This is an optimization exercise on Yosys and OpenROAD, whose aim is a short achievable clock period and few clock cycles, not a production implementation.
RTL that was checked went through simulation tests only; none was proved equivalent to the original.
No driver is modelled on the clock port, so clocking that relies on it looks cheaper here than on a real chip.
Power figures rest on the tool's default switching activity, not on a simulated workload.

Setup of v6:
Design mipsCore, start of the top module:
module mipsCore
(
    input  logic        clk,
    input  logic        rst,
    output logic [31:0] pcF,
    input  logic [31:0] instr,
    output logic        memWrite,
    output logic [31:0] dataAddr,
    output logic [31:0] writeData,
    input  logic [31:0] readData
);
    logic        weM;            
    logic        memToRegM;
    logic        memWriteM;
    logic [4:0]  destM;
    logic [31:0] aluOutM;
    logic [31:0] wdataM;
    logic [31:0] resultM;
    logic        vE;
    logic        weE;
    logic        memToRegE;
    logic        memWriteE;
    logic        beqE;
    logic [4:0]  destE;
    logic [31:0] aE;             
    logic [31:0] opBE;           
    logic [31:0] rtE;            
    logic        fwdAE;          
    logic        fwdBE;          
    logic [3:0]  fwdAQ;          
    logic [3:0]  fwdBQ;
    logic [3:0]  invBQ;
    logic        fwdRtE;         
    logic        swLoadE;        
    logic        cinE;           
    logic        opAddE;
    logic        opAndE;
    logic        opOrE;
    logic        opSltE;
    logic        predTE;
    logic [31:0] altE;           
    logic        vD;
    logic [31:0] instrD;
    logic [31:0] pc4D;
    logic [31:0] brTargetF;
    logic        depAD;          
    logic        depBD;
    logic        loadDepD;       
    logic [31:0] regs [0:31];
    logic [31:1] rvalid;
    assign memWrite  = memWriteM;
    assign dataAddr  = aluOutM;
    assign writeData = wdataM;
    assign resultM   = memToRegM ? readData : aluOutM;
    always_ff @(posedge clk) begin
        for (int i = 1; i < 32; i++) begin
  ...
For scale: ~160 I/O pins, about 0.075 sq mm of cells after synthesis.
clock: 10.0 ns
lec_check: 0
abc_clock_period_in_ps: 2500
cap_margin: 60
core_margin: 2
core_utilization: 50
setup_slack_margin: 5
slew_margin: 60
synth_hierarchical: 1
synth_minimum_keep_size: 0
standard.sh (not shown) runs the stock make flow with config.mk's settings and CLKGATE_MAP_FILE= SYNTH_SCRIPT=/design/flow/synth_recipe.tcl, a recipe that flattens the netlist after the stock synthesis.
==> flow/flow/run.sh <==
#!/bin/bash
set -euo pipefail
F=$PWD/flow
K=(MATCH_CELL_FOOTPRINT=0 "BUFFER_PORTS_ARGS=-buffer_cell sky130_fd_sc_hd__buf_4" FASTROUTE_TCL=$F/fastroute.tcl)
bash standard.sh SETUP_SLACK_MARGIN=5 POST_CTS_TCL=$F/ramp_cts.tcl "${K[@]}" cts > standard_cts.log 2>&1
bash standard.sh SETUP_SLACK_MARGIN=6.4 "${K[@]}" finish > standard_finish.log 2>&1
==> flow/flow/fastroute.tcl <==
set_global_routing_layer_adjustment met1 0.6
set_global_routing_layer_adjustment met2 0.3
set_global_routing_layer_adjustment met3-$::env(MAX_ROUTING_LAYER) 0.2

set_routing_layers -clock $::env(MIN_CLK_ROUTING_LAYER)-$::env(MAX_ROUTING_LAYER)
set_routing_layers -signal $::env(MIN_ROUTING_LAYER)-$::env(MAX_ROUTING_LAYER)
==> flow/flow/ramp_cts.tcl <==
# Timing repair in steps: each step repairs every endpoint below its margin,
# so a path that cannot be improved further stops only the last steps.
set_propagated_clock [all_clocks]
estimate_parasitics -placement
foreach m {5.8 6.0 6.2 6.3 6.4 6.5 6.6 6.7 6.8} {
  repair_timing -setup -setup_margin $m -repair_tns 100 -max_passes 50
  puts "ramp_cts margin $m: worst slack [worst_slack -max]"
}
detailed_placement
check_placement -verbose
estimate_parasitics -placement
puts "ramp_cts done: worst slack [worst_slack -max]"
Testbench counts of v6, summed over its fixed seeds: cycles 29,634.
diff inputs: v6 => v7
--- a/flow/flow/run.sh
+++ b/flow/flow/run.sh
@@ -6 +6 @@
-bash standard.sh SETUP_SLACK_MARGIN=6.4 "${K[@]}" finish > standard_finish.log 2>&1
+bash standard.sh SETUP_SLACK_MARGIN=6.6 "${K[@]}" finish > standard_finish.log 2>&1
Notes after the runs:
- Diff v6 -> v7: cell-internal power held; met1 wire length held; die outline width held; clock latency at the later pin of the worst-skew pair held; global-route usage held.
- Comparing v6 with v7, the clock tree cell share of total cell area came out essentially unchanged.
- On area of combinational cells with multiple inputs, v7 and v6 are basically level.
- The fmax was comparable across v7 and v6.
- v7 vs v6 — actual transition at the worst max-transition pin dropped 0.0044 ns.
- There was hardly any difference in setup slack between v6 and v7.
- Status: final design area excluding fillers parity (v7, v6)

========
cedar:
Another version of the RTL of mipsCore (not shown whole).
Size in the first run: ~5,600 cells after synthesis, ~160 I/O pins.
Design mipsCore, start of the top module:
module mipsCore
(
    input  logic        clk,
    input  logic        rst,
    output logic [31:0] pcF,
    input  logic [31:0] instr,
    output logic        memWrite,
    output logic [31:0] dataAddr,
    output logic [31:0] writeData,
    input  logic [31:0] readData
);
export LEC_CHECK = 0
export ABC_CLOCK_PERIOD_IN_PS = 2500
export CAP_MARGIN = 70
export CORE_MARGIN = 2
export CORE_UTILIZATION = 50
export SETUP_SLACK_MARGIN = 5
export SLEW_MARGIN = 70
export SYNTH_HIERARCHICAL = 1
export SYNTH_MINIMUM_KEEP_SIZE = 0
create_clock -name core_clock -period 10.0 [get_ports {clk}]
==> flow/flow/run.sh <==
#!/bin/bash
set -euo pipefail
F=$PWD/flow
K=(MATCH_CELL_FOOTPRINT=0 "BUFFER_PORTS_ARGS=-buffer_cell sky130_fd_sc_hd__buf_4" FASTROUTE_TCL=$F/fastroute.tcl)
bash standard.sh SETUP_SLACK_MARGIN=5 POST_CTS_TCL=$F/ramp_cts.tcl "${K[@]}" cts > standard_cts.log 2>&1
bash standard.sh SETUP_SLACK_MARGIN=6.5 "${K[@]}" finish > standard_finish.log 2>&1
Scripts as last shown in full above: flow/flow/fastroute.tcl, flow/flow/ramp_cts.tcl
cedar closes out successfully: all stages finished, all timing, DRC and antenna checks passed.
diff inputs: cedar => juniper
Settings: a change of CAP_MARGIN from 70 to 60; a change of SLEW_MARGIN from 70 to 60.
diff --git a/flow/flow/ramp_cts.tcl b/flow/flow/ramp_cts.tcl
--- a/flow/flow/ramp_cts.tcl
+++ b/flow/flow/ramp_cts.tcl
@@ -5 +5 @@
-foreach m {5.8 6.0 6.2 6.3 6.4 6.5 6.6 6.7 6.8} {
+foreach m {5.8 6.0 6.2 6.3 6.4 6.45 6.5 6.55 6.6 6.65 6.7 6.8} {
==> comparison <==
- The cell area number comes out lower for juniper vs cedar.
- Detailed route, juniper vs cedar: via total lower for juniper
- Summary of the comparison: total power after layout is lower in juniper, relative to cedar.
- Run comparison: juniper start point of the critical path instr[2]; cedar start point of the critical path instr[31]
- Setup slack in juniper is smaller than in cedar.
- Side by side, routed length on met2 turned out lower in juniper than in cedar.
- juniper: power density relative to cell area is about 1.2% higher than what cedar reported.
- Looking at final period utilization, juniper sits above cedar.
Modified inputs, lagoon compared to juniper
Settings: CORE_UTILIZATION: 50 -> 45.
diff --git a/flow/flow/ramp_cts.tcl b/flow/flow/ramp_cts.tcl
--- a/flow/flow/ramp_cts.tcl
+++ b/flow/flow/ramp_cts.tcl
@@ -5 +5 @@
-foreach m {5.8 6.0 6.2 6.3 6.4 6.45 6.5 6.55 6.6 6.65 6.7 6.8} {
+foreach m {5.8 6.0 6.2 6.3 6.4 6.5 6.6 6.7 6.8} {
Both conditions hold for lagoon: the flow ran to the end and the final layout passed the timing, DRC and antenna checks.
Global-route track usage on met2, juniper and lagoon: lower on lagoon
lagoon vs juniper on cell count: lagoon is the higher one.
NOTE: fill cell instance count of the final layout in lagoon exceeds that of juniper
Between juniper and lagoon, the logic depth of the worst register-to-register path figures differ only marginally.
Compared with juniper, lagoon improves via count.
Between juniper and lagoon, detail-routed via count per cell decreased.
From juniper to lagoon the numbers moved as follows: total placed cells including tap cells +258; logic gate share of total power -0.2 points.
No run of this note included a check of the RTL's function; only the layout flow was run.

## what the ideal ports hide
Ports are ideal in the flow. The routed layouts listed here were re-timed in OpenROAD.
Step 1 (the two cells are an assumption about what drives the block):
set clk [get_ports {clk}]
set_driving_cell -lib_cell sky130_fd_sc_hd__clkbuf_16 $clk
set_driving_cell -lib_cell sky130_fd_sc_hd__buf_2 [delete_from_list [all_inputs] $clk]
Step 2 also shifts input and output timing later by t, the mid clock arrival at the registers, as if the neighbouring blocks saw the same clock.
a / b / c = ideal / step 1 / step 2; a / b = the first two.
run	t (ns)	slack for setup (ns)	worst setup path after step 2
v6	0.881	6.523 / 6.445 / 5.784	input to register
v7	0.883	6.522 / 6.442 / 5.795	input to register
cedar	0.886	6.545 / 6.506 / 5.706	input to register
juniper	0.875	6.512 / 6.533 / 5.667	input to register
lagoon	0.871	6.446 / 6.446 / 5.725	input to register
After both steps every run listed still meets setup and hold. The setup slack of juniper, which loses most, moves by +0.021 ns with the drivers and by -0.845 ns with both steps.
